From an optimization exercise on the open Yosys and OpenROAD flow, aimed at a short achievable clock period and few clock cycles; shortcuts taken in it are not production practice. The RTL was checked by simulation tests, not by an equivalence proof against the original design. Power is estimated from default activity; no workload was simulated.

[design/flow/config.mk]
export PLATFORM = sky130hd
export DESIGN_NAME = mipsCore
export DESIGN_NICKNAME = mipsCore
export VERILOG_FILES = /design/flow/design.v
export SDC_FILE = /design/flow/constraint.sdc
export NUM_CORES = 4
export LEC_CHECK = 0
export ABC_CLOCK_PERIOD_IN_PS = 4000
export CAP_MARGIN = 20
export CORE_MARGIN = 2
export CORE_UTILIZATION = 35
export PLACE_DENSITY = 0.45
export SETUP_SLACK_MARGIN = 5
export SLEW_MARGIN = 20
[design/flow/constraint.sdc]
create_clock -name core_clock -period 12.0 [get_ports {clk}]
set_input_delay 2.4000 -clock core_clock [delete_from_list [all_inputs] [get_ports {clk}]]
set_output_delay 2.4000 -clock core_clock [all_outputs]
set_load 0.01 [all_outputs]
[design/flow/design.v]
package mipsPkg;
    localparam int DataWidth    = 32;
    localparam int RegAddrWidth = 5;
    localparam int MemAddrWidth = 7;
    localparam int NumRegs      = 2 ** RegAddrWidth;
    localparam logic [RegAddrWidth-1:0] LinkReg = 5'd31;
    localparam logic [5:0] opRType = 6'h00;
    localparam logic [5:0] opJ     = 6'h02;
    localparam logic [5:0] opJal   = 6'h03;
    localparam logic [5:0] opBeq   = 6'h04;
    localparam logic [5:0] opBne   = 6'h05;
    localparam logic [5:0] opAddi  = 6'h08;
    localparam logic [5:0] opLw    = 6'h23;
    localparam logic [5:0] opSw    = 6'h2b;
    localparam logic [5:0] fnSll = 6'h00;
    localparam logic [5:0] fnSrl = 6'h02;
    localparam logic [5:0] fnJr  = 6'h08;
    localparam logic [5:0] fnAdd = 6'h20;
    localparam logic [5:0] fnSub = 6'h22;
    localparam logic [5:0] fnAnd = 6'h24;
    localparam logic [5:0] fnOr  = 6'h25;
    localparam logic [5:0] fnSlt = 6'h2a;
    localparam int AluAdd = 0;
    localparam int AluSub = 1;
    localparam int AluAnd = 2;
    localparam int AluOr  = 3;
    localparam int AluSlt = 4;
    localparam int AluSll = 5;
    localparam int AluSrl = 6;
    localparam int NumAluOps = 7;
endpackage
`timescale 1ns/1ns
import mipsPkg::*;
module mipsControl (
    input  logic [31:0]             instr,
    output logic [NumAluOps-1:0]    aluOp,      
    output logic                    useImm,     
    output logic [RegAddrWidth-1:0] dest,       
    output logic                    memRead,
    output logic                    memWrite,
    output logic                    branchEq,
    output logic                    branchNe,
    output logic                    jump,       
    output logic                    link,       
    output logic                    jumpReg     
);
    logic [5:0] opcode;
    logic [5:0] funct;
    assign opcode = instr[31:26];
    assign funct  = instr[5:0];
    always_comb begin
        aluOp    = '0;
        useImm   = 1'b0;
        dest     = '0;
        memRead  = 1'b0;
        memWrite = 1'b0;
        branchEq = 1'b0;
        branchNe = 1'b0;
        jump     = 1'b0;
        link     = 1'b0;
        jumpReg  = 1'b0;
        case (opcode)
            opRType: begin
                case (funct)
                    fnAdd: begin aluOp = NumAluOps'(1) << AluAdd; dest = instr[15:11]; end
                    fnSub: begin aluOp = NumAluOps'(1) << AluSub; dest = instr[15:11]; end
                    fnAnd: begin aluOp = NumAluOps'(1) << AluAnd; dest = instr[15:11]; end
                    fnOr:  begin aluOp = NumAluOps'(1) << AluOr; dest = instr[15:11]; end
                    fnSlt: begin aluOp = NumAluOps'(1) << AluSlt; dest = instr[15:11]; end
                    fnSll: begin aluOp = NumAluOps'(1) << AluSll; dest = instr[15:11]; end
                    fnSrl: begin aluOp = NumAluOps'(1) << AluSrl; dest = instr[15:11]; end
                    fnJr:  jumpReg = 1'b1;
                    default: ;
                endcase
            end
            opAddi: begin
                aluOp = NumAluOps'(1) << AluAdd;
                useImm        = 1'b1;
                dest          = instr[20:16];
            end
            opLw: begin
                aluOp = NumAluOps'(1) << AluAdd;
                useImm        = 1'b1;
                dest          = instr[20:16];
                memRead       = 1'b1;
            end
            opSw: begin
                aluOp = NumAluOps'(1) << AluAdd;
                useImm        = 1'b1;
                memWrite      = 1'b1;
            end
            opBeq: branchEq = 1'b1;
            opBne: branchNe = 1'b1;
            opJ:   jump     = 1'b1;
            opJal: begin
                jump          = 1'b1;
                link          = 1'b1;
                aluOp = NumAluOps'(1) << AluAdd;
                dest          = LinkReg;
            end
            default: ;
        endcase
    end
endmodule
`timescale 1ns/1ns
import mipsPkg::*;
module regFile (
    input  logic                          clk,
    input  logic                          rst_n,
    input  logic [RegAddrWidth-1:0]       rdIdx1,
    input  logic [RegAddrWidth-1:0]       rdIdx2,
    input  logic [RegAddrWidth-1:0]       wrIdx,
    input  logic [mipsPkg::DataWidth-1:0] wrData,
    output logic [mipsPkg::DataWidth-1:0] rdData1,
    output logic [mipsPkg::DataWidth-1:0] rdData2
);
    logic [DataWidth-1:0] regs [1:NumRegs-1];
    assign rdData1 = (rdIdx1 == '0) ? '0 : regs[rdIdx1];
    assign rdData2 = (rdIdx2 == '0) ? '0 : regs[rdIdx2];
    always_ff @(posedge clk) begin
        if (rst_n) begin
            for (int i = 1; i < NumRegs; i++) begin
                regs[i] <= '0;
            end
        end else if (wrIdx != '0) begin
            regs[wrIdx] <= wrData;
        end
    end
endmodule
`timescale 1ns/1ns
import mipsPkg::*;
module alu (
    input  logic [NumAluOps-1:0]          aluOp,
    input  logic [mipsPkg::DataWidth-1:0] opA,
    input  logic [mipsPkg::DataWidth-1:0] opB,
    input  logic [4:0]                    shamt,
    output logic [mipsPkg::DataWidth-1:0] aluResult
);
    logic [DataWidth-1:0] sum;
    logic [DataWidth-1:0] diff;
    logic                 less;
    assign sum  = opA + opB;
    assign diff = opA - opB;
    assign less = (opA[DataWidth-1] ^ opB[DataWidth-1]) ? opA[DataWidth-1] : diff[DataWidth-1];
    always_comb begin
        aluResult = ({DataWidth{aluOp[AluAdd]}} & sum)
                  | ({DataWidth{aluOp[AluSub]}} & diff)
                  | ({DataWidth{aluOp[AluAnd]}} & (opA & opB))
                  | ({DataWidth{aluOp[AluOr]}}  & (opA | opB))
                  | ({DataWidth{aluOp[AluSlt]}} & DataWidth'(less))
                  | ({DataWidth{aluOp[AluSll]}} & (opB << shamt))
                  | ({DataWidth{aluOp[AluSrl]}} & (opB >> shamt));
    end
endmodule
`timescale 1ns/1ns
import mipsPkg::*;
module pcUnit (
    input  logic                          clk,
    input  logic                          rst_n,
    input  logic [31:0]                   instr,
    input  logic                          jump,
    input  logic                          jumpReg,
    input  logic                          branchEq,
    input  logic                          branchNe,
    input  logic                          opsEqual,
    input  logic [mipsPkg::DataWidth-1:0] rsVal,
    output logic [mipsPkg::DataWidth-1:0] pc,
    output logic [mipsPkg::DataWidth-1:0] pcPlus4
);
    logic [DataWidth-1:0] pcSeq;
    logic [DataWidth-1:0] pcTgt;
    logic                 useTgt;
    logic [DataWidth-1:0] branchAddr;
    logic [DataWidth-1:0] jumpAddr;
    logic [DataWidth-1:0] tgtNext;
    logic                 redirect;
    assign pc      = useTgt ? pcTgt : pcSeq;
    assign pcPlus4 = pc + DataWidth'(4);
    assign branchAddr = pcPlus4 + {{14{instr[15]}}, instr[15:0], 2'b00};
    assign jumpAddr   = {pc[DataWidth-1:DataWidth-4], instr[25:0], 2'b00};
    always_comb begin
        if (jump) begin
            tgtNext = jumpAddr;
        end else if (jumpReg) begin
            tgtNext = rsVal;
        end else begin
            tgtNext = branchAddr;
        end
    end
    assign redirect = jump | jumpReg
                    | (branchEq & opsEqual) | (branchNe & ~opsEqual);
    always_ff @(posedge clk) begin
        if (rst_n) begin
            pcSeq  <= '0;
            pcTgt  <= '0;
            useTgt <= 1'b0;
        end else begin
            pcSeq  <= pcPlus4;
            pcTgt  <= tgtNext;
            useTgt <= redirect;
        end
    end
endmodule
`timescale 1ns/1ns
import mipsPkg::*;
module mipsCore (
    input  logic                                clk,
    input  logic                                rst_n,
    input  logic [31:0]                         instr,
    input  logic [mipsPkg::DataWidth-1:0]       memRdata,
    output logic [mipsPkg::DataWidth-1:0]       instrAddr,
    output logic [mipsPkg::MemAddrWidth-1:0]    memAddr,
    output logic [mipsPkg::DataWidth-1:0]       memWdata,
    output logic                                memCen,
    output logic                                memWen,
    output logic                                memOen
);
    logic [NumAluOps-1:0]    aluOp;
    logic                    useImm;
    logic [RegAddrWidth-1:0] dest;
    logic                    memRead;
    logic                    memWrite;
    logic                    branchEq;
    logic                    branchNe;
    logic                    jump;
    logic                    link;
    logic                    jumpReg;
    logic [DataWidth-1:0] pc;
    logic [DataWidth-1:0] pcPlus4;
    logic [DataWidth-1:0] rfData1;
    logic [DataWidth-1:0] rfData2;
    logic [DataWidth-1:0] rsVal;
    logic [DataWidth-1:0] rtVal;
    logic [DataWidth-1:0] immExt;
    logic                 opsEqual;
    logic [NumAluOps-1:0]    exAluOp;
    logic [DataWidth-1:0]    exOpA;
    logic [DataWidth-1:0]    exOpB;
    logic [DataWidth-1:0]    exImm;
    logic [DataWidth-1:0]    exStData;
    logic [4:0]              exShamt;
    logic [RegAddrWidth-1:0] exDest;
    logic                    exMemRead;
    logic                    exMemWrite;
    logic [DataWidth-1:0]    exAluResult;
    logic [DataWidth-1:0]    exResult;
    logic [8:0]              exByteAddr;
    mipsControl uControl (
        .instr    (instr),
        .aluOp    (aluOp),
        .useImm   (useImm),
        .dest     (dest),
        .memRead  (memRead),
        .memWrite (memWrite),
        .branchEq (branchEq),
        .branchNe (branchNe),
        .jump     (jump),
        .link     (link),
        .jumpReg  (jumpReg)
    );
    regFile uRegFile (
        .clk     (clk),
        .rst_n   (rst_n),
        .rdIdx1  (instr[25:21]),
        .rdIdx2  (instr[20:16]),
        .wrIdx   (exDest),
        .wrData  (exResult),
        .rdData1 (rfData1),
        .rdData2 (rfData2)
    );
    assign rsVal = (instr[25:21] == exDest && exDest != '0) ? exResult : rfData1;
    assign rtVal = (instr[20:16] == exDest && exDest != '0) ? exResult : rfData2;
    assign opsEqual = (rsVal == rtVal);
    assign immExt   = {{16{instr[15]}}, instr[15:0]};
    pcUnit uPcUnit (
        .clk      (clk),
        .rst_n    (rst_n),
        .instr    (instr),
        .jump     (jump),
        .jumpReg  (jumpReg),
        .branchEq (branchEq),
        .branchNe (branchNe),
        .opsEqual (opsEqual),
        .rsVal    (rsVal),
        .pc       (pc),
        .pcPlus4  (pcPlus4)
    );
    assign instrAddr = pc;
    always_ff @(posedge clk) begin
        if (rst_n) begin
            exDest     <= '0;
            exMemRead  <= 1'b0;
            exMemWrite <= 1'b0;
        end else begin
            exDest     <= dest;
            exMemRead  <= memRead;
            exMemWrite <= memWrite;
        end
        exAluOp  <= aluOp;
        exOpA    <= link ? pcPlus4 : rsVal;
        exOpB    <= link ? '0 : (useImm ? immExt : rtVal);
        exImm    <= immExt;
        exStData <= rtVal;
        exShamt  <= instr[10:6];
    end
    alu uAlu (
        .aluOp     (exAluOp),
        .opA       (exOpA),
        .opB       (exOpB),
        .shamt     (exShamt),
        .aluResult (exAluResult)
    );
    assign exResult = exMemRead ? memRdata : exAluResult;
    assign exByteAddr = exOpA[8:0] + exImm[8:0];
    assign memAddr    = exByteAddr[MemAddrWidth+1:2];
    assign memWdata   = exStData;
    assign memCen = ~(exMemRead | exMemWrite) | rst_n;
    assign memWen = ~exMemWrite | rst_n;
    assign memOen = ~exMemRead | rst_n;
endmodule
[design/flow/run.sh]
#!/bin/bash
# synth_recipe.tcl (not shown) runs the flow's synth.tcl, then flattens the netlist and writes it again
# the make line also repeats each setting of config.mk as NAME=value (left out here)
make -C /OpenROAD-flow-scripts/flow DESIGN_CONFIG=/design/flow/config.mk WORK_HOME=/design/flow/orfs CLKGATE_MAP_FILE= SYNTH_SCRIPT=/design/flow/synth_recipe.tcl finish
==> results.yml, run 1 <==
global_route:
  grt_pass1_wl_um: 459000
  grtUsageMet2_pct: 49.5
  antenna_found_initial: 17
  grt.met1_usage_pct: 40.3
  grt.overflow.total: 0
  grt_max_degree: 103
  use_met3_pct: 6.03
  grt_pass1_vias: 55874
  grtUsageTotal_pct: 31.0
  top_usage_layer: "met2"
power_and_ir_drop:
  p_leak_uw: 0.0290
  power.density_nw_per_um2: 143
  ir_drop_mv: 0.157
  power_uw: 11800
clock_network:
  cts_tree: "done"
  cts_made_buffers: 145
  cts_root_buf: "clkbuf_16"
  holdBufCountCts: 0
  clockBufferDepth: 3
  insertion_delay_ps: 840
  htreeDepth: 4
  cts.sinks: 1210
  clk_pin_slew_ps: 60
floorplan:
  start_util_pct: 35.2
  die_area_um2: 212000
  ios: 140
  rows: 167
  die_h_um: 460
  die_x_um: 460
  core_area_um2: 207000
worst_setup_path:
  crit_required_ps: 12690
  critPathArrivalTime_ps: 7790
  regToRegEndpoint: "uPcUnit.useTgt$_SDFF_PP0_"
  start_kind: "input port"
  regToRegSetupSlack_ps: 5260
  reg2regPathDepth: 17
  r2r_start: "exShamt[2]$_DFF_P_"
  cp_max_fo: 38
  path_class: "input port to flip-flop"
  cp-end-kind: "flip-flop"
synthesis:
  yosysMostFrequentCell: "nor2_1"
  yosysWarnings: 5
  ys_types: 114
  ys_ff_latch: 1210
  synth_xor_area_share_pct: 1.12
  synth_area_leader_cell: "edfxtp_1"
  netlist_area_um2: 72800
  synth_compound_area_share_pct: 10.7
  synthMuxAreaShare_pct: 21.1
  synth_top_cell_area_share_pct: 42.3
  synth_seq_area_share_pct: 47.4
  synth_top_family_by_area: "multiplexers"
  synth_common_cells: "nor2_1, edfxtp_1, mux4_2, clkbuf_1, mux2i_1"
  synthArstFlopShare_pct: 0
  synth-simple-area-share_pct: 12.5
  avgSynthCellArea_um2: 11.5
  synth_cells: 6308
  synth-adder-area-share_pct: 2.53
  synthTopCellsByArea: "edfxtp_1, mux4_2, nor2_1"
  synth_top_flop_cell: "edfxtp_1"
  synth_edf_count: 1024
final_layout:
  drive_gt1_share_pct: 18.5
  num-nets-final: 6466
  regArea_um2: 34500
  multi_input_area_um2: 35600
  nFillCells: 19714
  synthToLayoutAreaGrowth_pct: 12.8
place:
  pre_cts_slack_ps: 3750
  detailed_place_hpwl_um: 217000
  gp_congestion: 1.02
  portBuffers: 139
hold_path:
  hold_end: "uPcUnit.pcSeq[0]$_SDFF_PP0_"
  hp-class: "flip-flop to flip-flop"
  min-delay-start: "uPcUnit.pcSeq[0]$_SDFF_PP0_"
  hold_depth: 2
timing:
  final-setup-viol-count: 0
  hold_viol: 0
  fin_setup_tns_ps: 0
  fin_skew_ps: 47.7
  finalCritPeriodShare_pct: 59.2
  fmax_mhz: 141
  rsz0062_at_grt: "true"
  period_needed_ps: 7100
  tightest_slew_ps: 1280
  slew_headroom_pct: 14.4
  slew_viol_final: 0
  layout_setup_ws_ps: 4900
routing:
  vias_per_cell: 6.30
  wirelength_um: 334000
  drc: 0
  postRouteAntennaNets: 0
  drt_pass1_iterations: 7
  vias: 57331
  drtIter0Drc: 7352
  routedWlPerCell_um: 36.7
run:
  maxCapViolCount: 0
status:
  status: "finished clean"
-- layer usage --
| layer | share of wire [%] | vias to the layer above |
|---|---|---|
| li1 | - | 23644 |
| met1 | 39 | 29771 |
| met2 | 46 | 3217 |
| met3 | 8.6 | 691 |
| met4 | 5.7 | 8 |
| met5 | 0.014 | - |
-- sequential cells by signal, summed over array words and instances (netlist names), 5 cells and up --
signal / cells
exStData: 32
exAluOp: 7
exDest: 5
exOpB: 32
uPcUnit.pcTgt: 32
exShamt: 5
uRegFile.regs: 1024
exOpA: 32
uPcUnit.pcSeq: 32
exImm: 6
-- metrics by stage --
stage / hold WS (ps) / std cells / cell area, µm² / utilization, %
6_report: 558 / 9098 / 82000 / 39.7
5_1_grt: 615 / 9095 / 82000 / 39.7
3_5_place_dp: 542 / 8807 / 77100 / 37.3
4_1_cts: 555 / 9065 / 81900 / 39.6
2_1_floorplan: 492 / 6339 / 72900 / -
3_3_place_gp: 532 / 8805 / 77100 / 37.3
-- worst max-delay path, cell delays in order --
cell       delay (ps)
buf_4             250
buf_4             430
nor2_4            310
buf_4             480
buf_6             470
a221oi_1          290
a22oi_1           220
o21ai_0           380
a22o_1            380
a31o_2            220
a21oi_2           560
xnor2_1           200
o2111ai_1         340
nor4_4            410
xnor2_1           180
o22ai_2            80
-- where the power goes --
group,leakage [µW],switching [µW],internal [µW]
combinational,0.0147,1630,839
sequential,0.0121,157,4730
clock,0.00223,1870,2520
total,0.0290,3660,8100
-- layout by cell type, fill, tap and decap left out, drive strengths merged, types with 25 or more instances in the layout --
cell type / Yosys / layout
inv: 207 / 213
a21oi: 237 / 237
mux2i: 306 / 306
a211oi: 43 / 43
clkinv: 3 / 48
nor2b: 63 / 64
o21ai: 162 / 162
nor3: 80 / 80
nand3: 69 / 69
a221oi: 103 / 103
buf: 160 / 222
xor2: 36 / 36
clkdlybuf4s50: 0 / 128
a31oi: 34 / 34
a21o: 39 / 39
clkbuf: 423 / 193
ha: 141 / 141
nor2: 1309 / 1309
conb: 1 / 32
mux2: 47 / 47
nand2: 300 / 300
dfxtp: 186 / 186
o22ai: 27 / 27
nand2b: 72 / 72
diode: 0 / 29
o211ai: 43 / 43
mux4: 521 / 521
nand4: 34 / 34
nor4: 25 / 25
edfxtp: 1024 / 1024
xnor2: 56 / 56
a22oi: 133 / 133
-- cell families (layout without fill, tap and decap cells) --
kind of cell               count (synthesis)  after routing
and+or+nand+nor                         2101           2102
DFF                                     1210           1210
AOI/OAI and AO/OA                       1092           1092
muxes                                    874            874
buffers and inverters                    793            818
adders and majority gates                145            145
xor gates and xnor gates                  92             92
other                                      1             61
-- worst max path at each step --
| stage | to | start | depth (start not counted) | slack, ps |
|---|---|---|---|---|
| CTS | uPcUnit.useTgt$_SDFF_PP0_ | exOpB[17]$_SDFF_PP0_ | 31 | 5000 |
| global route | uPcUnit.useTgt$_SDFF_PP0_ | instr[22] | 18 | 4940 |
| floorplan | uPcUnit.pcTgt[31]$_SDFF_PP0_ | uPcUnit.useTgt$_SDFF_PP0_ | 27 | 5880 |
| detailed placement | uPcUnit.useTgt$_SDFF_PP0_ | instr[16] | 15 | 3750 |
| finish | uPcUnit.useTgt$_SDFF_PP0_ | instr[23] | 16 | 4900 |
| global placement | uPcUnit.useTgt$_SDFF_PP0_ | instr[21] | 15 | 3630 |
-- what timing repair did --
| item | in CTS | in global routing |
|---|---|---|
| cloned | 0 | 2 |
| gates resized for setup | 33 | 18 |
| setup endpoints to repair | 1 | 2 |
| buffers inserted | 1 | 2 |
| pin swaps | 3 | 4 |
-- layout make-up --
type	instances	share of cell area, %
inverters	210	0.967
clock inverters	65	0.785
multi-input cells	4337	43.4
repair buffers	351	3.78
clock buffers	192	4.80
diodes	29	0.0884
well taps	2704	4.12
flip-flops and latches	1210	42.1
Testbench counts, summed over its fixed seeds: cycles 37,966.
==> run 2, diff against run 1 <==
==> design/flow/flow/run.sh (new file) <==
#!/bin/bash
set -euo pipefail
cd "$(dirname "$0")/.."
MARGIN=$(cat flow/margin.txt)
sed -e "s|\"\${@:-finish}\"|SETUP_SLACK_MARGIN=${MARGIN} \"\${@:-finish}\"|" standard.sh > flow_margin.sh
grep -q "SETUP_SLACK_MARGIN=${MARGIN} " flow_margin.sh
bash flow_margin.sh finish > flow_make.log 2>&1
==> design/flow/flow/margin.txt (new file) <==
7.5
==> design/flow/standard.sh (new file) <==
#!/bin/bash
# synth_recipe.tcl (not shown) runs the flow's synth.tcl, then flattens the netlist and writes it again
# the make line also repeats each setting of config.mk as NAME=value (left out here)
make -C /OpenROAD-flow-scripts/flow DESIGN_CONFIG=/design/flow/config.mk WORK_HOME=/design/flow/orfs CLKGATE_MAP_FILE= SYNTH_SCRIPT=/design/flow/synth_recipe.tcl "${@:-finish}"
--- a/design/flow/config.mk
+++ b/design/flow/config.mk
@@ -5,7 +5,7 @@
 export SDC_FILE = /design/flow/constraint.sdc
 export NUM_CORES = 4
 export LEC_CHECK = 0
-export ABC_CLOCK_PERIOD_IN_PS = 4000
+export ABC_CLOCK_PERIOD_IN_PS = 3000
 export CAP_MARGIN = 20
 export CORE_MARGIN = 2
 export CORE_UTILIZATION = 35
removed: design/flow/run.sh
==> run 2 against run 1 <==
  * Still clean
  * Synthesized cell count unchanged
  * Total power rose by 5.5%
  * Die area stayed put
  * Critical path type is now flip-flop to flip-flop
  * Largest cell class unchanged
  * Largest power group unchanged
==> results.yml, run 2 <==
status:
  status: "finished clean"
synthesis:
  synth_common_cells: "nor2_1, edfxtp_1, mux4_2, clkbuf_1, mux2i_1"
  synth_top_flop_cell: "edfxtp_1"
  yosysWarnings: 5
  synthArstFlopShare_pct: 0
  synth_area_leader_cell: "edfxtp_1"
  netlist_area_um2: 72800
  synthTopCellsByArea: "edfxtp_1, mux4_2, nor2_1"
  ys_types: 114
  synth_top_cell_area_share_pct: 42.3
  ys_ff_latch: 1210
  avgSynthCellArea_um2: 11.5
  synth_cells: 6308
  synth_edf_count: 1024
  synth_seq_area_share_pct: 47.4
  yosysMostFrequentCell: "nor2_1"
clock_network:
  insertion_delay_ps: 840
  cts.sinks: 1210
  clk_pin_slew_ps: 60
  clockBufferDepth: 3
  cts_made_buffers: 147
  cts_tree: "done"
  cts_root_buf: "clkbuf_16"
  htreeDepth: 4
worst_setup_path:
  cpMostUsedCell: "nor2_1"
  start_kind: "flip-flop"
  cp_slowest_cell: "nor4_4"
  critPathArrivalTime_ps: 7010
  slowest_delay_ps: 510
  path_class: "flip-flop to flip-flop"
  cp_max_fo: 2
  crit_required_ps: 12690
  cp-end-kind: "flip-flop"
routing:
  postRouteAntennaNets: 0
  vias: 60098
  wirelength_um: 355000
  vias_per_cell: 6.41
  drt_pass1_iterations: 7
  drc: 0
  drtIter0Drc: 8322
  routedWlPerCell_um: 37.9
power_and_ir_drop:
  power.density_nw_per_um2: 139
  clockPowerShare_pct: 37.4
  sw_frac_of_total_pct: 31.6
  combPwrFrac_pct: 23.0
  seqPwrFrac_pct: 39.7
  switching_power_uw: 3920
  ir_drop_mv: 0.152
  intPower_uw: 8480
  p_leak_uw: 0.0320
hold_path:
  hp-class: "flip-flop to flip-flop"
floorplan:
  ios: 140
  die_area_um2: 212000
  die_h_um: 460
  start_util_pct: 35.2
  rows: 167
  die_x_um: 460
  core_area_um2: 207000
timing:
  slew_viol_final: 0
  tightest_slew_ps: 1210
  fin_setup_tns_ps: 0
  period_needed_ps: 6320
  hold_viol: 0
  slew_headroom_pct: 18.9
  finalCritPeriodShare_pct: 52.7
  fin_skew_ps: 66.4
  final-setup-viol-count: 0
  rsz0062_at_grt: "true"
  fmax_mhz: 158
final_layout:
  largest-register: "uRegFile.regs"
  synthToLayoutAreaGrowth_pct: 22.6
  layout_common_cells: "nor2_1, edfxtp_1, mux4_2"
  drive_gt1_share_pct: 29.0
  nFillCells: 19263
  largest_reg_flops: 1024
  layout_commonest_cell: "nor2_1"
  design_area_um2: 89200
  num-nets-final: 6752
global_route:
  grt_max_degree: 70
  antenna_found_initial: 17
  grt_pass1_vias: 57079
  grt_pass1_wl_um: 476000
  grt.overflow.total: 0
  grtUsageTotal_pct: 32.3
run:
  maxCapViolCount: 0
place:
  gp_congestion: 0.996
  detailed_place_hpwl_um: 216000
  portBuffers: 139
  placed_area_um2: 77200
==> run 2: final cells by class <==
class                   count  area, µm²  share of cell area (%)
repair buffers            632       7160                    8.03
clock buffers             185       3990                    4.48
clock inverters            88        910                    1.02
well taps                2704       3380                    3.79
multi-input cells        4340      38300                    43.0
inverters                 210        813                   0.912
flip-flops and latches   1210      34600                    38.8
diodes                      4       10.0                  0.0112
==> run 2: cells by family after synthesis <==
group                      Yosys count  synth area share [%]
and+or+nand+nor                   2101                  12.5
buffers and inverters              793                  4.75
other                                1               0.00515
xor gates and xnor gates            92                  1.12
adders and majority gates          145                  2.53
muxes                              874                  21.1
DFF                               1210                  47.4
AOI/OAI and AO/OA                 1092                  10.7
==> run 2: path summary, 6_finish.rpt <==
path,start,to,slack [ps],cells after the start
setup reg to reg,exOpA[1]$_DFF_P_,uPcUnit.useTgt$_SDFF_PP0_,5680,31
setup / recovery,exOpA[1]$_DFF_P_,uPcUnit.useTgt$_SDFF_PP0_,5680,31
hold / removal,uPcUnit.pcSeq[0]$_SDFF_PP0_,uPcUnit.pcSeq[0]$_SDFF_PP0_,670,3
hold reg to reg,uPcUnit.pcSeq[0]$_SDFF_PP0_,uPcUnit.pcSeq[0]$_SDFF_PP0_,670,3
==> run 2: routing by layer <==
layer | vias up | wire (µm) | track usage (%)
met5 | - | 63 | 0
met4 | 8 | 20100 | 14.4
met3 | 773 | 34800 | 6.78
met2 | 3696 | 162000 | 51.6
met1 | 31360 | 138000 | 42.2
li1 | 24261 | - | -
==> run 2: worst max-delay path, delay by kind of cell, from the launching register on <==
family | cells | cell delay (ps)
adders and majority gates | 2 | 650
buffers and inverters | 2 | 220
AOI/OAI and AO/OA | 13 | 2370
and+or+nand+nor | 13 | 2340
DFF | 1 | 390
xor gates and xnor gates | 1 | 200
==> run 2: stage by stage <==
stage / utilization (%) / worst slack, ps / cells / hold WS (ps) / power [µW]
after floorplan: - / 6560 / 6339 / 492 / 6380
after global placement: 37.3 / 3270 / 8775 / 517 / 7350
after detailed placement: 37.3 / 3190 / 8775 / 538 / 7340
after CTS: 41.9 / 5590 / 9223 / 658 / 12200
after global routing: 43.1 / 5590 / 9370 / 686 / 12700
final: 43.1 / 5680 / 9373 / 672 / 12400
==> run 2: timing repair <==
item	4_1_cts	5_1_grt
pin swaps	112	89
hold buffers	0	0
endpoints found under the hold margin	0	0
setup endpoints to repair	738	316
gates cloned	33	15
setup buffers	142	131
resized for setup	798	300
==> run 2: power by group through the flow <==
stage	combinational [µW]	clock, µW	sequential (µW)
4_1_cts	2620	4670	4920
3_5_place_dp	2330	0	5010
6_report	2850	4630	4920
5_1_grt	2940	4820	4930
3_3_place_gp	2350	0	5000
2_1_floorplan	1490	0	4900
==> run 3, diff against run 2 <==
--- a/design/flow/design.v
+++ b/design/flow/design.v
@@ -104,6 +104,15 @@
 endmodule
 `timescale 1ns/1ns
 import mipsPkg::*;
+module regRead (
+    input  logic [NumRegs-1:1][DataWidth-1:0] regs,
+    input  logic [RegAddrWidth-1:0]           idx,
+    output logic [DataWidth-1:0]              data
+);
+    logic [NumRegs-1:0][DataWidth-1:0] all;
+    assign all  = {regs, {DataWidth{1'b0}}};
+    assign data = all[idx];
+endmodule
 module regFile (
     input  logic                          clk,
     input  logic                          rst_n,
@@ -114,21 +123,57 @@
     output logic [mipsPkg::DataWidth-1:0] rdData1,
     output logic [mipsPkg::DataWidth-1:0] rdData2
 );
-    logic [DataWidth-1:0] regs [1:NumRegs-1];
-    assign rdData1 = (rdIdx1 == '0) ? '0 : regs[rdIdx1];
-    assign rdData2 = (rdIdx2 == '0) ? '0 : regs[rdIdx2];
+    logic [NumRegs-1:1][DataWidth-1:0] regs;
+    regRead uRead1 (
+        .regs (regs),
+        .idx  (rdIdx1),
+        .data (rdData1)
+    );
+    regRead uRead2 (
+        .regs (regs),
+        .idx  (rdIdx2),
+        .data (rdData2)
+    );
     always_ff @(posedge clk) begin
         if (rst_n) begin
+            regs <= '0;
+        end else begin
             for (int i = 1; i < NumRegs; i++) begin
-                regs[i] <= '0;
+                if (wrIdx == RegAddrWidth'(i)) begin
+                    regs[i] <= wrData;
+                end
             end
-        end else if (wrIdx != '0) begin
-            regs[wrIdx] <= wrData;
         end
     end
 endmodule
 `timescale 1ns/1ns
 import mipsPkg::*;
+module prefixAdder #(
+    parameter int W = 32
+) (
+    input  logic [W-1:0] a,
+    input  logic [W-1:0] b,
+    input  logic         cin,
+    output logic [W-1:0] sum
+);
+    localparam int Levels = (W > 32) ? 6 : (W > 16) ? 5 : (W > 8) ? 4 : (W > 4) ? 3 : (W > 2) ? 2 : 1;
+    logic [W-1:0] g [Levels+1];
+    logic [W-1:0] p [Levels+1];
+    assign g[0] = {a[W-1:1] & b[W-1:1], (a[0] & b[0]) | (cin & (a[0] ^ b[0]))};
+    assign p[0] = a ^ b;
+    for (genvar l = 0; l < Levels; l++) begin : gLevel
+        for (genvar i = 0; i < W; i++) begin : gBit
+            if (i >= (1 << l)) begin : gMerge
+                assign g[l+1][i] = g[l][i] | (p[l][i] & g[l][i-(1<<l)]);
+                assign p[l+1][i] = p[l][i] & p[l][i-(1<<l)];
+            end else begin : gPass
+                assign g[l+1][i] = g[l][i];
+                assign p[l+1][i] = p[l][i];
+            end
+        end
+    end
+    assign sum = p[0] ^ {g[Levels][W-2:0], cin};
+endmodule
 module alu (
     input  logic [NumAluOps-1:0]          aluOp,
     input  logic [mipsPkg::DataWidth-1:0] opA,
@@ -139,8 +184,18 @@
     logic [DataWidth-1:0] sum;
     logic [DataWidth-1:0] diff;
     logic                 less;
-    assign sum  = opA + opB;
-    assign diff = opA - opB;
+    prefixAdder #(.W(DataWidth)) uAdd (
+        .a   (opA),
+        .b   (opB),
+        .cin (1'b0),
+        .sum (sum)
+    );
+    prefixAdder #(.W(DataWidth)) uSub (
+        .a   (opA),
+        .b   (~opB),
+        .cin (1'b1),
+        .sum (diff)
+    );
     assign less = (opA[DataWidth-1] ^ opB[DataWidth-1]) ? opA[DataWidth-1] : diff[DataWidth-1];
     always_comb begin
         aluResult = ({DataWidth{aluOp[AluAdd]}} & sum)
@@ -154,6 +209,34 @@
 endmodule
 `timescale 1ns/1ns
 import mipsPkg::*;
+module branchUnit (
+    input  logic                          jumpAny,
+    input  logic                          branchEq,
+    input  logic                          branchNe,
+    input  logic                          fwdRs,
+    input  logic                          fwdRt,
+    input  logic [mipsPkg::DataWidth-1:0] rfData1,
+    input  logic [mipsPkg::DataWidth-1:0] rfData2,
+    input  logic [mipsPkg::DataWidth-1:0] exResult,
+    output logic                          redirect
+);
+    logic eqRegs;
+    logic eqFwdS;
+    logic eqFwdT;
+    logic opsEqual;
+    assign eqRegs = (rfData1 == rfData2);
+    assign eqFwdS = (exResult == rfData2);
+    assign eqFwdT = (rfData1 == exResult);
+    always_comb begin
+        case ({fwdRs, fwdRt})
+            2'b11:   opsEqual = 1'b1;
+            2'b10:   opsEqual = eqFwdS;
+            2'b01:   opsEqual = eqFwdT;
+            default: opsEqual = eqRegs;
+        endcase
+    end
+    assign redirect = jumpAny | (branchEq & opsEqual) | (branchNe & ~opsEqual);
+endmodule
 module pcUnit (
     input  logic                          clk,
     input  logic                          rst_n,
@@ -162,7 +245,11 @@
     input  logic                          jumpReg,
     input  logic                          branchEq,
     input  logic                          branchNe,
-    input  logic                          opsEqual,
+    input  logic                          fwdRs,
+    input  logic                          fwdRt,
+    input  logic [mipsPkg::DataWidth-1:0] rfData1,
+    input  logic [mipsPkg::DataWidth-1:0] rfData2,
+    input  logic [mipsPkg::DataWidth-1:0] exResult,
     input  logic [mipsPkg::DataWidth-1:0] rsVal,
     output logic [mipsPkg::DataWidth-1:0] pc,
     output logic [mipsPkg::DataWidth-1:0] pcPlus4
@@ -176,7 +263,12 @@
     logic                 redirect;
     assign pc      = useTgt ? pcTgt : pcSeq;
     assign pcPlus4 = pc + DataWidth'(4);
-    assign branchAddr = pcPlus4 + {{14{instr[15]}}, instr[15:0], 2'b00};
+    prefixAdder #(.W(DataWidth)) uBranchAdd (
+        .a   (pcPlus4),
+        .b   ({{14{instr[15]}}, instr[15:0], 2'b00}),
+        .cin (1'b0),
+        .sum (branchAddr)
+    );
     assign jumpAddr   = {pc[DataWidth-1:DataWidth-4], instr[25:0], 2'b00};
     always_comb begin
         if (jump) begin
@@ -187,19 +279,29 @@
             tgtNext = branchAddr;
         end
     end
-    assign redirect = jump | jumpReg
-                    | (branchEq & opsEqual) | (branchNe & ~opsEqual);
+    branchUnit uBranch (
+        .jumpAny  (jump | jumpReg),
+        .branchEq (branchEq),
+        .branchNe (branchNe),
+        .fwdRs    (fwdRs),
+        .fwdRt    (fwdRt),
+        .rfData1  (rfData1),
+        .rfData2  (rfData2),
+        .exResult (exResult),
+        .redirect (redirect)
+    );
     always_ff @(posedge clk) begin
         if (rst_n) begin
             pcSeq  <= '0;
             pcTgt  <= '0;
-            useTgt <= 1'b0;
         end else begin
             pcSeq  <= pcPlus4;
             pcTgt  <= tgtNext;
-            useTgt <= redirect;
         end
     end
+    always_ff @(posedge clk) begin
+        useTgt <= redirect;
+    end
 endmodule
 `timescale 1ns/1ns
 import mipsPkg::*;
@@ -232,11 +334,12 @@
     logic [DataWidth-1:0] rsVal;
     logic [DataWidth-1:0] rtVal;
     logic [DataWidth-1:0] immExt;
-    logic                 opsEqual;
+    logic                 fwdRs;
+    logic                 fwdRt;
+    logic [8:0]           byteAddr;
     logic [NumAluOps-1:0]    exAluOp;
     logic [DataWidth-1:0]    exOpA;
     logic [DataWidth-1:0]    exOpB;
-    logic [DataWidth-1:0]    exImm;
     logic [DataWidth-1:0]    exStData;
     logic [4:0]              exShamt;
     logic [RegAddrWidth-1:0] exDest;
@@ -244,7 +347,10 @@
     logic                    exMemWrite;
     logic [DataWidth-1:0]    exAluResult;
     logic [DataWidth-1:0]    exResult;
-    logic [8:0]              exByteAddr;
+    logic [MemAddrWidth-1:0] exMemAddr;
+    logic                    exCenN;
+    logic                    exWenN;
+    logic                    exOenN;
     mipsControl uControl (
         .instr    (instr),
         .aluOp    (aluOp),
@@ -268,9 +374,10 @@
         .rdData1 (rfData1),
         .rdData2 (rfData2)
     );
-    assign rsVal = (instr[25:21] == exDest && exDest != '0) ? exResult : rfData1;
-    assign rtVal = (instr[20:16] == exDest && exDest != '0) ? exResult : rfData2;
-    assign opsEqual = (rsVal == rtVal);
+    assign fwdRs = (instr[25:21] == exDest) && (exDest != '0);
+    assign fwdRt = (instr[20:16] == exDest) && (exDest != '0);
+    assign rsVal = fwdRs ? exResult : rfData1;
+    assign rtVal = fwdRt ? exResult : rfData2;
     assign immExt   = {{16{instr[15]}}, instr[15:0]};
     pcUnit uPcUnit (
         .clk      (clk),
@@ -280,28 +387,44 @@
         .jumpReg  (jumpReg),
         .branchEq (branchEq),
         .branchNe (branchNe),
-        .opsEqual (opsEqual),
+        .fwdRs    (fwdRs),
+        .fwdRt    (fwdRt),
+        .rfData1  (rfData1),
+        .rfData2  (rfData2),
+        .exResult (exResult),
         .rsVal    (rsVal),
         .pc       (pc),
         .pcPlus4  (pcPlus4)
     );
     assign instrAddr = pc;
+    prefixAdder #(.W(9)) uAddrAdd (
+        .a   (rsVal[8:0]),
+        .b   (instr[8:0]),
+        .cin (1'b0),
+        .sum (byteAddr)
+    );
     always_ff @(posedge clk) begin
         if (rst_n) begin
             exDest     <= '0;
             exMemRead  <= 1'b0;
             exMemWrite <= 1'b0;
+            exCenN     <= 1'b1;
+            exWenN     <= 1'b1;
+            exOenN     <= 1'b1;
         end else begin
             exDest     <= dest;
             exMemRead  <= memRead;
             exMemWrite <= memWrite;
+            exCenN     <= ~(memRead | memWrite);
+            exWenN     <= ~memWrite;
+            exOenN     <= ~memRead;
         end
-        exAluOp  <= aluOp;
-        exOpA    <= link ? pcPlus4 : rsVal;
-        exOpB    <= link ? '0 : (useImm ? immExt : rtVal);
-        exImm    <= immExt;
-        exStData <= rtVal;
-        exShamt  <= instr[10:6];
+        exAluOp   <= aluOp;
+        exOpA     <= link ? pcPlus4 : rsVal;
+        exOpB     <= link ? '0 : (useImm ? immExt : rtVal);
+        exStData  <= rtVal;
+        exShamt   <= instr[10:6];
+        exMemAddr <= byteAddr[MemAddrWidth+1:2];
     end
     alu uAlu (
         .aluOp     (exAluOp),
@@ -311,10 +434,9 @@
         .aluResult (exAluResult)
     );
     assign exResult = exMemRead ? memRdata : exAluResult;
-    assign exByteAddr = exOpA[8:0] + exImm[8:0];
-    assign memAddr    = exByteAddr[MemAddrWidth+1:2];
-    assign memWdata   = exStData;
-    assign memCen = ~(exMemRead | exMemWrite) | rst_n;
-    assign memWen = ~exMemWrite | rst_n;
-    assign memOen = ~exMemRead | rst_n;
+    assign memAddr  = exMemAddr;
+    assign memWdata = exStData;
+    assign memCen = exCenN | rst_n;
+    assign memWen = exWenN | rst_n;
+    assign memOen = exOenN | rst_n;
 endmodule
==> design/flow/flow/margin.txt (replaced) <==
7.2
--- a/design/flow/config.mk
+++ b/design/flow/config.mk
@@ -12,3 +12,5 @@
 export PLACE_DENSITY = 0.45
 export SETUP_SLACK_MARGIN = 5
 export SLEW_MARGIN = 20
+export SYNTH_HIERARCHICAL = 1
+export SYNTH_MINIMUM_KEEP_SIZE = 0
==> run 3 against run 2 <==
  * Sequential cell count fell by 29
  * Die area rose by 5.7%
  * Worst setup slack improved by 1100 ps
  * Final cell count rose by 13%
  * Sequential share of layout area fell by 13 points
  * Clock power fell by 2%
  * Total power fell by 19%
  * Maximum frequency rose by 20%
  * Via count rose by 6.1%
  * Worst hold slack got worse by 190 ps
  * Critical path type is now input port to output port
==> results.yml, run 3 <==
clock_network:
  htreeDepth: 4
  clk_pin_slew_ps: 50
  cts_tree: "done"
  clockBufferDepth: 3
  insertion_delay_ps: 840
  cts_root_buf: "clkbuf_16"
  holdBufCountCts: 0
  cts.sinks: 1181
  cts_made_buffers: 146
timing:
  fmax_mhz: 190
  period_needed_ps: 5260
  fin_skew_ps: 46.0
  slew_viol_final: 0
  final-setup-viol-count: 0
  hold_viol: 0
  finalCritPeriodShare_pct: 43.8
  slew_headroom_pct: 27.8
  fin_setup_tns_ps: 0
  rsz0062_at_grt: "true"
  hold_ws_ps: 485
  tightest_slew_ps: 1070
final_layout:
  layout_common_cells: "mux2i_1, dfxtp_1, nand2b_1"
  regArea_um2: 23700
  num-nets-final: 7801
  drive_gt1_share_pct: 22.9
  nFillCells: 21166
  largest-register: "uRegFile.regs"
  largest_reg_flops: 992
  design_area_um2: 91500
  multi_input_area_um2: 51300
  layout_commonest_cell: "mux2i_1"
  synthToLayoutAreaGrowth_pct: 18.8
  final_cells: 10616
worst_setup_path:
  cp-end-kind: "output port"
  slowest_delay_ps: 230
  cp_slowest_cell: "or2_4"
  path_class: "input port to output port"
  reg2regPathDepth: 22
  regToRegEndpoint: "uPcUnit.useTgt$_DFF_P_"
  path_cells: "buf_16, or2_4, buf_6"
  r2r_start: "exOpA[0]$_DFF_P_"
  regToRegSetupSlack_ps: 6870
  crit_required_ps: 9600
  cp_max_fo: 5
  critPathArrivalTime_ps: 2860
  start_kind: "input port"
routing:
  routedWlPerCell_um: 31.4
  postRouteAntennaNets: 0
  drt_pass1_iterations: 8
  drc: 0
  drtIter0Drc: 6347
  vias_per_cell: 6.01
  vias: 63769
  wirelength_um: 333000
floorplan:
  die_x_um: 473
  rows: 172
  start_util_pct: 35.1
  core_area_um2: 219000
  die_h_um: 473
  die_area_um2: 224000
  ios: 140
synthesis:
  netlist_area_um2: 77000
  avgSynthCellArea_um2: 10.1
  synth_cells: 7622
  yosysWarnings: 18
power_and_ir_drop:
  p_leak_uw: 0.0394
  power.density_nw_per_um2: 110
  ir_drop_mv: 0.136
global_route:
  grt_pass1_wl_um: 471000
  grt.overflow.total: 0
  grt_pass1_vias: 62036
  grt_max_degree: 252
  antenna_found_initial: 11
  grtUsageTotal_pct: 28.8
hold_path:
  min-delay-start: "uRegFile.regs[729]$_SDFFE_PP0N_"
  hp-class: "flip-flop to flip-flop"
  hold_end: "uRegFile.regs[729]$_SDFFE_PP0N_"
  hold_depth: 2
place:
  dp_cells: 10110
  detailed_place_hpwl_um: 202000
  gp_congestion: 0.968
  portBuffers: 139
  placed_area_um2: 80000
status:
  status: "finished clean"
run:
  maxCapViolCount: 0
==> run 3: cell count changes in the layout (fill, tap and decap cells not counted), sizes merged, moves of 64 or more <==
cell / change
edfxtp: -1024
dfxtp: +995
a22o: +174
and2: +67
o21ai: +159
a221oi: -87
buf: -77
nand2b: +972
a22oi: -91
nor2: -1099
mux2i: +1016
mux4: -64
nand2: -85
==> run 3: power breakdown <==
| group | leakage [µW] | internal, µW | switching (µW) |
|---|---|---|---|
| Sequential | 0.00955 | 3960 | 48.5 |
| Combinational | 0.0275 | 598 | 862 |
| Clock | 0.00239 | 2690 | 1880 |
| Total | 0.0394 | 7240 | 2790 |
==> run 3: worst max-delay path: cells and delay by family <==
| kind | cells | cell delay (ps) |
|---|---|---|
| simple gates | 1 | 230 |
| buf+inv | 2 | 230 |
==> run 3: what timing repair did <==
item	4_1_cts	5_1_grt
gates resized for setup	684	134
pin swaps	69	39
endpoints found under the setup margin	1058	298
cloned	47	6
setup buffers	143	44
==> run 3: final cells by class <==
cell class	instances	area share (%)
timing repair buffer	603	8.02
inverter	152	0.658
sequential	1181	25.9
antenna	7	0.0192
clock buffer	214	4.67
multi-input combinational	5543	56.1
tap	2871	3.93
clock inverter	45	0.642
==> run 3: per-stage QoR <==
stage / total power, µW / worst slack (ps) / utilization [%]
after floorplan: 4840 / 6870 / -
after global placement: 5270 / 4410 / 36.5
after detailed placement: 5270 / 4550 / 36.5
after CTS: 10100 / 6740 / 41.3
after global routing: 10300 / 6730 / 41.7
final: 10000 / 6740 / 41.7
==> run 3: layer usage <==
| layer | GRT usage [%] | routed length, µm |
|---|---|---|
| met1 | 39.0 | 146000 |
| met2 | 45.2 | 150000 |
| met3 | 4.04 | 20900 |
| met4 | 13.5 | 16900 |
| met5 | 0 | 0 |
==> run 3: how the worst max path moves through the flow <==
stage	start	endpoint	depth (start not counted)
4_1_cts	rst_n	memCen	3
6_report	rst_n	memCen	3
2_1_floorplan	instr[21]	uPcUnit.useTgt$_DFF_P_	14
3_5_place_dp	instr[23]	exMemAddr[5]$_DFF_P_	15
3_3_place_gp	instr[23]	uPcUnit.useTgt$_DFF_P_	14
5_1_grt	exOpA[0]$_DFF_P_	uPcUnit.useTgt$_DFF_P_	20
Testbench counts of run 3, summed over its fixed seeds: cycles 37,966.
==> run 4, diff against run 3 <==
--- a/design/flow/design.v
+++ b/design/flow/design.v
@@ -436,7 +436,29 @@
     assign exResult = exMemRead ? memRdata : exAluResult;
     assign memAddr  = exMemAddr;
     assign memWdata = exStData;
-    assign memCen = exCenN | rst_n;
-    assign memWen = exWenN | rst_n;
-    assign memOen = exOenN | rst_n;
+    resetGate uCenGate (.rst (rst_n), .en_n (exCenN), .y (memCen));
+    resetGate uWenGate (.rst (rst_n), .en_n (exWenN), .y (memWen));
+    resetGate uOenGate (.rst (rst_n), .en_n (exOenN), .y (memOen));
+endmodule
+module resetGate (
+    input  logic rst,
+    input  logic en_n,
+    output logic y
+);
+    logic y_n;
+    norGate uNor (.a (rst), .b (en_n), .y (y_n));
+    invGate uInv (.a (y_n), .y (y));
+endmodule
+module norGate (
+    input  logic a,
+    input  logic b,
+    output logic y
+);
+    assign y = ~(a | b);
+endmodule
+module invGate (
+    input  logic a,
+    output logic y
+);
+    assign y = ~a;
 endmodule
==> run 4 against run 3 <==
  * Still clean
  * Sequential power barely moved
  * Via count barely moved
  * Total power rose by 0.52%
  * Routed wire length rose by 0.33%
  * Global-route usage rose by 0.28 points
  * Area after synthesis barely moved
  * Clock skew rose by 5.2 ps
  * Worst setup slack improved by 52 ps
  * Sequential cell count did not move
  * Maximum frequency rose by 1.0%
  * Worst hold slack improved by 2.3 ps
  * Largest cell class unchanged
  * Largest power group unchanged
==> results.yml, run 4 <==
place:
  gp_congestion: 0.958
  detailed_place_hpwl_um: 203000
  pre_cts_slack_ps: 4530
  portBuffers: 139
power_and_ir_drop:
  switching_power_uw: 2810
  power_uw: 10100
  clockPowerShare_pct: 46.4
  ir_drop_mv: 0.160
  sw_frac_of_total_pct: 27.9
  seqPwrFrac_pct: 39.8
  intPower_uw: 7270
  combPwrFrac_pct: 13.8
  p_leak_uw: 0.0388
  power.density_nw_per_um2: 112
synthesis:
  synth_cells: 7625
  avgSynthCellArea_um2: 10.1
  yosysWarnings: 18
  netlist_area_um2: 77000
timing:
  rsz0062_at_grt: "true"
  final-setup-viol-count: 0
  fin_skew_ps: 51.2
  layout_setup_ws_ps: 6790
  fin_setup_tns_ps: 0
  slew_viol_final: 0
  hold_ws_ps: 487
  fmax_mhz: 192
  hold_viol: 0
  period_needed_ps: 5210
  tightest_slew_ps: 1260
  finalCritPeriodShare_pct: 43.4
  slew_headroom_pct: 16.2
floorplan:
  die_h_um: 473
  rows: 172
  die_area_um2: 224000
  die_x_um: 473
  core_area_um2: 219000
  ios: 140
  start_util_pct: 35.1
clock_network:
  clk_pin_slew_ps: 70
  cts_made_buffers: 147
  htreeDepth: 4
  cts.sinks: 1181
  cts_tree: "done"
  clockBufferDepth: 3
  holdBufCountCts: 0
  insertion_delay_ps: 840
  cts_root_buf: "clkbuf_16"
routing:
  wirelength_um: 335000
  vias: 63784
  postRouteAntennaNets: 0
  drc: 0
  drt_pass1_iterations: 7
  drtIter0Drc: 6045
  routedWlPerCell_um: 31.7
  vias_per_cell: 6.04
hold_path:
  min-delay-start: "uRegFile.regs[409]$_SDFFE_PP0N_"
  hold_depth: 2
  hp-class: "flip-flop to flip-flop"
  hold_end: "uRegFile.regs[409]$_SDFFE_PP0N_"
worst_setup_path:
  start_kind: "input port"
  regToRegSetupSlack_ps: 6840
  crit_family: "compound AO/OA/AOI/OAI gates"
  path_cells: "buf_12, bufbuf_16, mux4_2, a22o_1, o21ai_1, o31ai_1, buf_4, xor2_1, nor4_1, nand4_1, nor2_1, o21ai_0, o21ai_2, mux2i_1"
  slowest_delay_ps: 490
  crit_buf_inv: 3
  cp_max_fo: 31
  cp-end-kind: "flip-flop"
  reg2regPathDepth: 19
  cp_slowest_cell: "o21ai_1"
  crit_required_ps: 12740
  critPathArrivalTime_ps: 5950
  regToRegEndpoint: "uPcUnit.useTgt$_DFF_P_"
  path_class: "input port to flip-flop"
  r2r_start: "exOpB[14]$_SDFF_PP0_"
final_layout:
  drive_gt1_share_pct: 21.6
  largest-register: "uRegFile.regs"
  layout_commonest_cell: "mux2i_1"
  largest_reg_flops: 992
  synthToLayoutAreaGrowth_pct: 17.0
  layout_common_cells: "mux2i_1, dfxtp_1, nand2b_1"
  post-route-util_pct: 41.1
  num-nets-final: 7751
global_route:
  grtUsageTotal_pct: 29.1
  grt.overflow.total: 0
  use_met3_pct: 4.64
  top_usage_layer: "met2"
  antenna_found_initial: 19
  grt_pass1_wl_um: 475000
  grt.met1_usage_pct: 39.4
  grtUsageMet2_pct: 44.9
  grt_pass1_vias: 63104
  grt_max_degree: 277
status:
  status: "finished clean"
run:
  maxCapViolCount: 0
-- run 4: cell count changes in the layout (fill, tap and decap cells not counted), moves of 8 or more --
| cell | before | now |
|---|---|---|
| bufbuf_16 | 30 | 20 |
| clkdlybuf4s50_1 | 88 | 79 |
| buf_16 | 46 | 33 |
| o21ai_2 | 40 | 49 |
| buf_4 | 312 | 285 |
| ha_4 | 22 | 12 |
| o21ai_1 | 24 | 39 |
| o31ai_1 | 46 | 54 |
| o21ai_4 | 34 | 11 |
-- run 4: per-layer routing --
| metal | up-vias | routed length (µm) |
|---|---|---|
| met3 | 715 | 23600 |
| met5 | - | 78 |
| met1 | 32438 | 145000 |
| li1 | 27969 | - |
| met2 | 2650 | 147000 |
| met4 | 12 | 18700 |
-- run 4: how the worst max path moves through the flow --
stage                               startpoint                     end  cells after the start  slack, ps
after floorplan                      instr[21]  uPcUnit.useTgt$_DFF_P_                     14       6870
after detailed placement             instr[21]  uPcUnit.useTgt$_DFF_P_                     12       4530
after CTS                                rst_n                  memWen                      4       6850
after global routing      exOpB[16]$_SDFF_PP0_  uPcUnit.useTgt$_DFF_P_                     22       6690
after global placement               instr[22]    exMemAddr[5]$_DFF_P_                     13       4510
final                                instr[18]  uPcUnit.useTgt$_DFF_P_                     14       6790
-- run 4: power by group through the flow --
stage          clock (µW)  sequential (µW)  combinational (µW)
6_report             4670             4010                1390
5_1_grt              4930             4010                1450
3_3_place_gp            0             4100                1180
3_5_place_dp            0             4100                1180
2_1_floorplan           0             4070                 779
4_1_cts              4770             4010                1330
-- run 4: timing repair --
| action | 4_1_cts | 5_1_grt |
|---|---|---|
| hold endpoints to repair | 0 | 0 |
| buffers inserted | 94 | 58 |
| pin swaps | 35 | 57 |
| gates cloned | 35 | 0 |
| gates resized for setup | 478 | 225 |
| setup endpoints to repair | 886 | 380 |
-- run 4: per-stage QoR --
stage,area [µm²],instances
floorplan,77200,7628
global placement,80000,10112
detailed placement,80000,10112
CTS,88600,10504
global route,90000,10565
finish,90000,10569
-- run 4: layout make-up --
type                            count  area (µm²)
Clock inverter                     48         689
Multi-Input combinational cell   5545       50900
Tap cell                         2871        3590
Antenna cell                        7        17.5
Sequential cell                  1181       23700
Fill cell                       21102      129000
Timing Repair Buffer              547        6240
Inverter                          155         607
Clock buffer                      215        4290
-- run 4: tightest hold or removal path: cells and delay by family, from the launching register on --
| kind | cells | cell delay [ps] |
|---|---|---|
| flops | 1 | 310 |
| simple gates | 1 | 70 |
| mux | 1 | 60 |
Testbench counts of run 4, summed over its fixed seeds: cycles 37,966.
==> run 5, diff against run 4 <==
--- a/design/flow/design.v
+++ b/design/flow/design.v
@@ -149,30 +149,92 @@
 `timescale 1ns/1ns
 import mipsPkg::*;
 module prefixAdder #(
-    parameter int W = 32
+    parameter int W    = 32,
+    parameter bit InvB = 1'b0,
+    parameter bit Cin  = 1'b0
+) (
+    input  logic [W-1:0] a,
+    input  logic [W-1:0] b,
+    output logic [W-1:0] sum
+);
+    logic [W-1:0] g;
+    logic [W-1:0] p;
+    logic [W-1:0] carry;
+    adderGen #(.W(W), .InvB(InvB)) uGen (
+        .a (a),
+        .b (b),
+        .g (g)
+    );
+    adderProp #(.W(W), .InvB(InvB)) uProp (
+        .a (a),
+        .b (b),
+        .p (p)
+    );
+    prefixTree #(.W(W), .Cin(Cin)) uTree (
+        .g     (g),
+        .p     (p),
+        .carry (carry)
+    );
+    adderSum #(.W(W)) uSum (
+        .p     (p),
+        .carry (carry),
+        .sum   (sum)
+    );
+endmodule
+module adderGen #(
+    parameter int W    = 32,
+    parameter bit InvB = 1'b0
+) (
+    input  logic [W-1:0] a,
+    input  logic [W-1:0] b,
+    output logic [W-1:0] g
+);
+    assign g = a & (b ^ {W{InvB}});
+endmodule
+module adderProp #(
+    parameter int W    = 32,
+    parameter bit InvB = 1'b0
 ) (
     input  logic [W-1:0] a,
     input  logic [W-1:0] b,
-    input  logic         cin,
+    output logic [W-1:0] p
+);
+    assign p = a ^ b ^ {W{InvB}};
+endmodule
+module adderSum #(
+    parameter int W = 32
+) (
+    input  logic [W-1:0] p,
+    input  logic [W-1:0] carry,
     output logic [W-1:0] sum
 );
+    assign sum = p ^ carry;
+endmodule
+module prefixTree #(
+    parameter int W   = 32,
+    parameter bit Cin = 1'b0
+) (
+    input  logic [W-1:0] g,
+    input  logic [W-1:0] p,
+    output logic [W-1:0] carry
+);
     localparam int Levels = (W > 32) ? 6 : (W > 16) ? 5 : (W > 8) ? 4 : (W > 4) ? 3 : (W > 2) ? 2 : 1;
-    logic [W-1:0] g [Levels+1];
-    logic [W-1:0] p [Levels+1];
-    assign g[0] = {a[W-1:1] & b[W-1:1], (a[0] & b[0]) | (cin & (a[0] ^ b[0]))};
-    assign p[0] = a ^ b;
+    logic [W-1:0] gl [Levels+1];
+    logic [W-1:0] pl [Levels+1];
+    assign gl[0] = {g[W-1:1], g[0] | (Cin & p[0])};
+    assign pl[0] = p;
     for (genvar l = 0; l < Levels; l++) begin : gLevel
         for (genvar i = 0; i < W; i++) begin : gBit
             if (i >= (1 << l)) begin : gMerge
-                assign g[l+1][i] = g[l][i] | (p[l][i] & g[l][i-(1<<l)]);
-                assign p[l+1][i] = p[l][i] & p[l][i-(1<<l)];
+                assign gl[l+1][i] = gl[l][i] | (pl[l][i] & gl[l][i-(1<<l)]);
+                assign pl[l+1][i] = pl[l][i] & pl[l][i-(1<<l)];
             end else begin : gPass
-                assign g[l+1][i] = g[l][i];
-                assign p[l+1][i] = p[l][i];
+                assign gl[l+1][i] = gl[l][i];
+                assign pl[l+1][i] = pl[l][i];
             end
         end
     end
-    assign sum = p[0] ^ {g[Levels][W-2:0], cin};
+    assign carry = {gl[Levels][W-2:0], Cin};
 endmodule
 module alu (
     input  logic [NumAluOps-1:0]          aluOp,
@@ -187,13 +249,11 @@
     prefixAdder #(.W(DataWidth)) uAdd (
         .a   (opA),
         .b   (opB),
-        .cin (1'b0),
         .sum (sum)
     );
-    prefixAdder #(.W(DataWidth)) uSub (
+    prefixAdder #(.W(DataWidth), .InvB(1'b1), .Cin(1'b1)) uSub (
         .a   (opA),
-        .b   (~opB),
-        .cin (1'b1),
+        .b   (opB),
         .sum (diff)
     );
     assign less = (opA[DataWidth-1] ^ opB[DataWidth-1]) ? opA[DataWidth-1] : diff[DataWidth-1];
@@ -209,6 +269,13 @@
 endmodule
 `timescale 1ns/1ns
 import mipsPkg::*;
+module eqCmp (
+    input  logic [mipsPkg::DataWidth-1:0] a,
+    input  logic [mipsPkg::DataWidth-1:0] b,
+    output logic                          eq
+);
+    assign eq = (a == b);
+endmodule
 module branchUnit (
     input  logic                          jumpAny,
     input  logic                          branchEq,
@@ -224,9 +291,9 @@
     logic eqFwdS;
     logic eqFwdT;
     logic opsEqual;
-    assign eqRegs = (rfData1 == rfData2);
-    assign eqFwdS = (exResult == rfData2);
-    assign eqFwdT = (rfData1 == exResult);
+    eqCmp uEqRegs (.a (rfData1),  .b (rfData2),  .eq (eqRegs));
+    eqCmp uEqFwdS (.a (exResult), .b (rfData2),  .eq (eqFwdS));
+    eqCmp uEqFwdT (.a (rfData1),  .b (exResult), .eq (eqFwdT));
     always_comb begin
         case ({fwdRs, fwdRt})
             2'b11:   opsEqual = 1'b1;
@@ -266,7 +333,6 @@
     prefixAdder #(.W(DataWidth)) uBranchAdd (
         .a   (pcPlus4),
         .b   ({{14{instr[15]}}, instr[15:0], 2'b00}),
-        .cin (1'b0),
         .sum (branchAddr)
     );
     assign jumpAddr   = {pc[DataWidth-1:DataWidth-4], instr[25:0], 2'b00};
@@ -337,6 +403,8 @@
     logic                 fwdRs;
     logic                 fwdRt;
     logic [8:0]           byteAddr;
+    logic [8:0]           byteAddrRf;
+    logic [8:0]           byteAddrFwd;
     logic [NumAluOps-1:0]    exAluOp;
     logic [DataWidth-1:0]    exOpA;
     logic [DataWidth-1:0]    exOpB;
@@ -397,12 +465,17 @@
         .pcPlus4  (pcPlus4)
     );
     assign instrAddr = pc;
-    prefixAdder #(.W(9)) uAddrAdd (
-        .a   (rsVal[8:0]),
+    prefixAdder #(.W(9)) uAddrAddRf (
+        .a   (rfData1[8:0]),
+        .b   (instr[8:0]),
+        .sum (byteAddrRf)
+    );
+    prefixAdder #(.W(9)) uAddrAddFwd (
+        .a   (exResult[8:0]),
         .b   (instr[8:0]),
-        .cin (1'b0),
-        .sum (byteAddr)
+        .sum (byteAddrFwd)
     );
+    assign byteAddr = fwdRs ? byteAddrFwd : byteAddrRf;
     always_ff @(posedge clk) begin
         if (rst_n) begin
             exDest     <= '0;
==> run 5 against run 4 <==
  * Utilization is 0.37 points higher
  * Via count down 4.4%
  * Highest routed layer unchanged
  * Sequential cell count did not move
  * Still clean on timing, DRC and antenna
  * Largest power group unchanged
  * Area after synthesis fell by 1.6%
==> results.yml, run 5 <==
status:
  status: "finished clean"
final_layout:
  largest_reg_flops: 992
  layout_common_cells: "mux2i_1, dfxtp_1, nand2b_1"
  largest-register: "uRegFile.regs"
  regArea_um2: 23700
  drive_gt1_share_pct: 22.6
  synthToLayoutAreaGrowth_pct: 17.7
  multi_input_area_um2: 50900
  post-route-util_pct: 41.5
  num-nets-final: 7396
  nFillCells: 20573
  layout_commonest_cell: "mux2i_1"
floorplan:
  die_area_um2: 220000
  ios: 140
  core_area_um2: 215000
  die_h_um: 469
  start_util_pct: 35.2
  die_x_um: 469
  rows: 170
timing:
  final-setup-viol-count: 0
  fin_skew_ps: 34.2
  hold_viol: 0
  finalCritPeriodShare_pct: 43.8
  slew_viol_final: 0
  fmax_mhz: 190
  period_needed_ps: 5260
  rsz0062_at_grt: "true"
  slew_headroom_pct: 27.6
  tightest_slew_ps: 1090
  fin_setup_tns_ps: 0
clock_network:
  clockBufferDepth: 3
  cts_made_buffers: 147
  cts_tree: "done"
  cts.sinks: 1181
  clk_pin_slew_ps: 60
  htreeDepth: 4
  insertion_delay_ps: 830
  holdBufCountCts: 0
  cts_root_buf: "clkbuf_16"
place:
  gp_congestion: 0.977
  detailed_place_hpwl_um: 201000
  portBuffers: 139
worst_setup_path:
  crit_required_ps: 12730
  cp_max_fo: 28
  path_class: "input port to flip-flop"
  cp-end-kind: "flip-flop"
  critPathArrivalTime_ps: 5990
  start_kind: "input port"
routing:
  drtIter0Drc: 5581
  vias_per_cell: 5.93
  drt_pass1_iterations: 6
  postRouteAntennaNets: 0
  wirelength_um: 320000
  routedWlPerCell_um: 31.1
  vias: 60994
  drc: 0
synthesis:
  synth_cells: 7398
  netlist_area_um2: 75700
  yosysWarnings: 21
  avgSynthCellArea_um2: 10.2
global_route:
  grt_pass1_vias: 59933
  grt_max_degree: 213
  grt_pass1_wl_um: 453000
  grt.overflow.total: 0
  antenna_found_initial: 10
  grtUsageTotal_pct: 28.2
power_and_ir_drop:
  ir_drop_mv: 0.148
  power.density_nw_per_um2: 113
  p_leak_uw: 0.0388
hold_path:
  hp-class: "flip-flop to flip-flop"
run:
  maxCapViolCount: 0
-- run 5: worst paths after layout --
kind / from / endpoint / slack, ps / cells after the start
setup / recovery: instr[20] / uPcUnit.useTgt$_DFF_P_ / 6740 / 12
hold / removal: uRegFile.regs[776]$_SDFFE_PP0N_ / uRegFile.regs[776]$_SDFFE_PP0N_ / 480 / 2
setup reg to reg: exOpB[8]$_SDFF_PP0_ / uPcUnit.useTgt$_DFF_P_ / 6930 / 25
hold reg to reg: uRegFile.regs[776]$_SDFFE_PP0N_ / uRegFile.regs[776]$_SDFFE_PP0N_ / 480 / 2
-- run 5: routing by layer --
layer | wire length (µm) | share of wire, % | vias to the layer above | GRT usage [%]
li1 | - | - | 26836 | -
met1 | 143000 | 45 | 31302 | 39.0
met2 | 143000 | 45 | 2339 | 43.9
met3 | 21000 | 6.6 | 515 | 4.40
met4 | 13400 | 4.2 | 2 | 11.0
met5 | 13 | 0.0041 | - | 0
-- run 5: critical path, stage by stage --
cell and delay [ps]:
buf_4 420, buf_8 530, buf_6 550, o21ai_1 340, o31ai_2 240, xor2_1 160, nor4_2 440, nand4_1 170
nor2_2 170, or4b_4 140, o32ai_2 60, a211oi_1 200
-- run 5: final cells by class --
class / count / share of cell area [%]
clock buffers: 209 / 4.79
well taps: 2838 / 3.99
clock inverters: 61 / 0.946
diodes: 2 / 0.00562
repair buffers: 481 / 6.02
flip-flops and latches: 1181 / 26.6
inverters: 113 / 0.500
multi-input cells: 5403 / 57.1
-- run 5: power breakdown --
part | internal (µW) | leakage [µW] | switching [µW]
logic | 510 | 0.0267 | 796
clock network | 2800 | 0.00252 | 1930
registers | 3950 | 0.00956 | 65.0
total | 7260 | 0.0388 | 2790
-- run 5: through the flow --
step                      power, µW  cells  worst slack [ps]  hold slack, ps  area (µm²)
after detailed placement       5220   9875              4370             476       79000
after CTS                     10100  10224              6850             488       87300
after global routing          10400  10287              6780             501       89100
after global placement         5220   9872              4350             467       78900
after floorplan                4810   7401              6790             458       76200
final                         10100  10288              6740             484       89100
-- run 5: what timing repair did --
action | in CTS | in global routing
buffers inserted | 59 | 54
resized for setup | 474 | 225
setup endpoints to repair | 998 | 481
pin swaps | 27 | 65
cloned | 20 | 8
Testbench counts of run 5, summed over its fixed seeds: cycles 37,966.

[port drivers added, routing unchanged]
No port has a modelled driver above. Below, the same layouts with a new extraction and two added sets of constraints. Step 1, drivers: a clkbuf_16 drives clk and a buf_2 each remaining input, both assumed. Step 2, shift: input delay + t, output delay - t, t = (earliest + latest rising clock arrival at the registers) / 2. This alone moves slack from input paths to output paths. a / b / c = ideal ports / drivers / drivers and shift; a / b = the first two.
| run | shift t [ns] | setup slack, ns | worst setup path after step 2 | worst register clock-pin slew, ns | worst slew at a driven data input, ns |
|---|---|---|---|---|---|
| run 1 | 0.899 | 4.901 / 4.964 / 4.064 | input to register | 0.07 / 0.07 | 0.11 |
| run 2 | 0.889 | 5.678 / 5.561 / 4.671 | input to register | 0.08 / 0.08 | 0.48 |
| run 3 | 0.903 | 6.743 / 6.569 / 5.666 | input to register | 0.08 / 0.08 | 0.52 |
| run 4 | 0.903 | 6.795 / 6.460 / 5.557 | input to register | 0.07 / 0.07 | 0.52 |
| run 5 | 0.899 | 6.744 / 6.576 / 5.677 | input to register | 0.07 / 0.07 | 0.45 |
After both steps setup and hold are still met in every run listed. The setup slack of run 4, which loses most, moves by -0.335 ns with the drivers and by -1.238 ns with both steps.
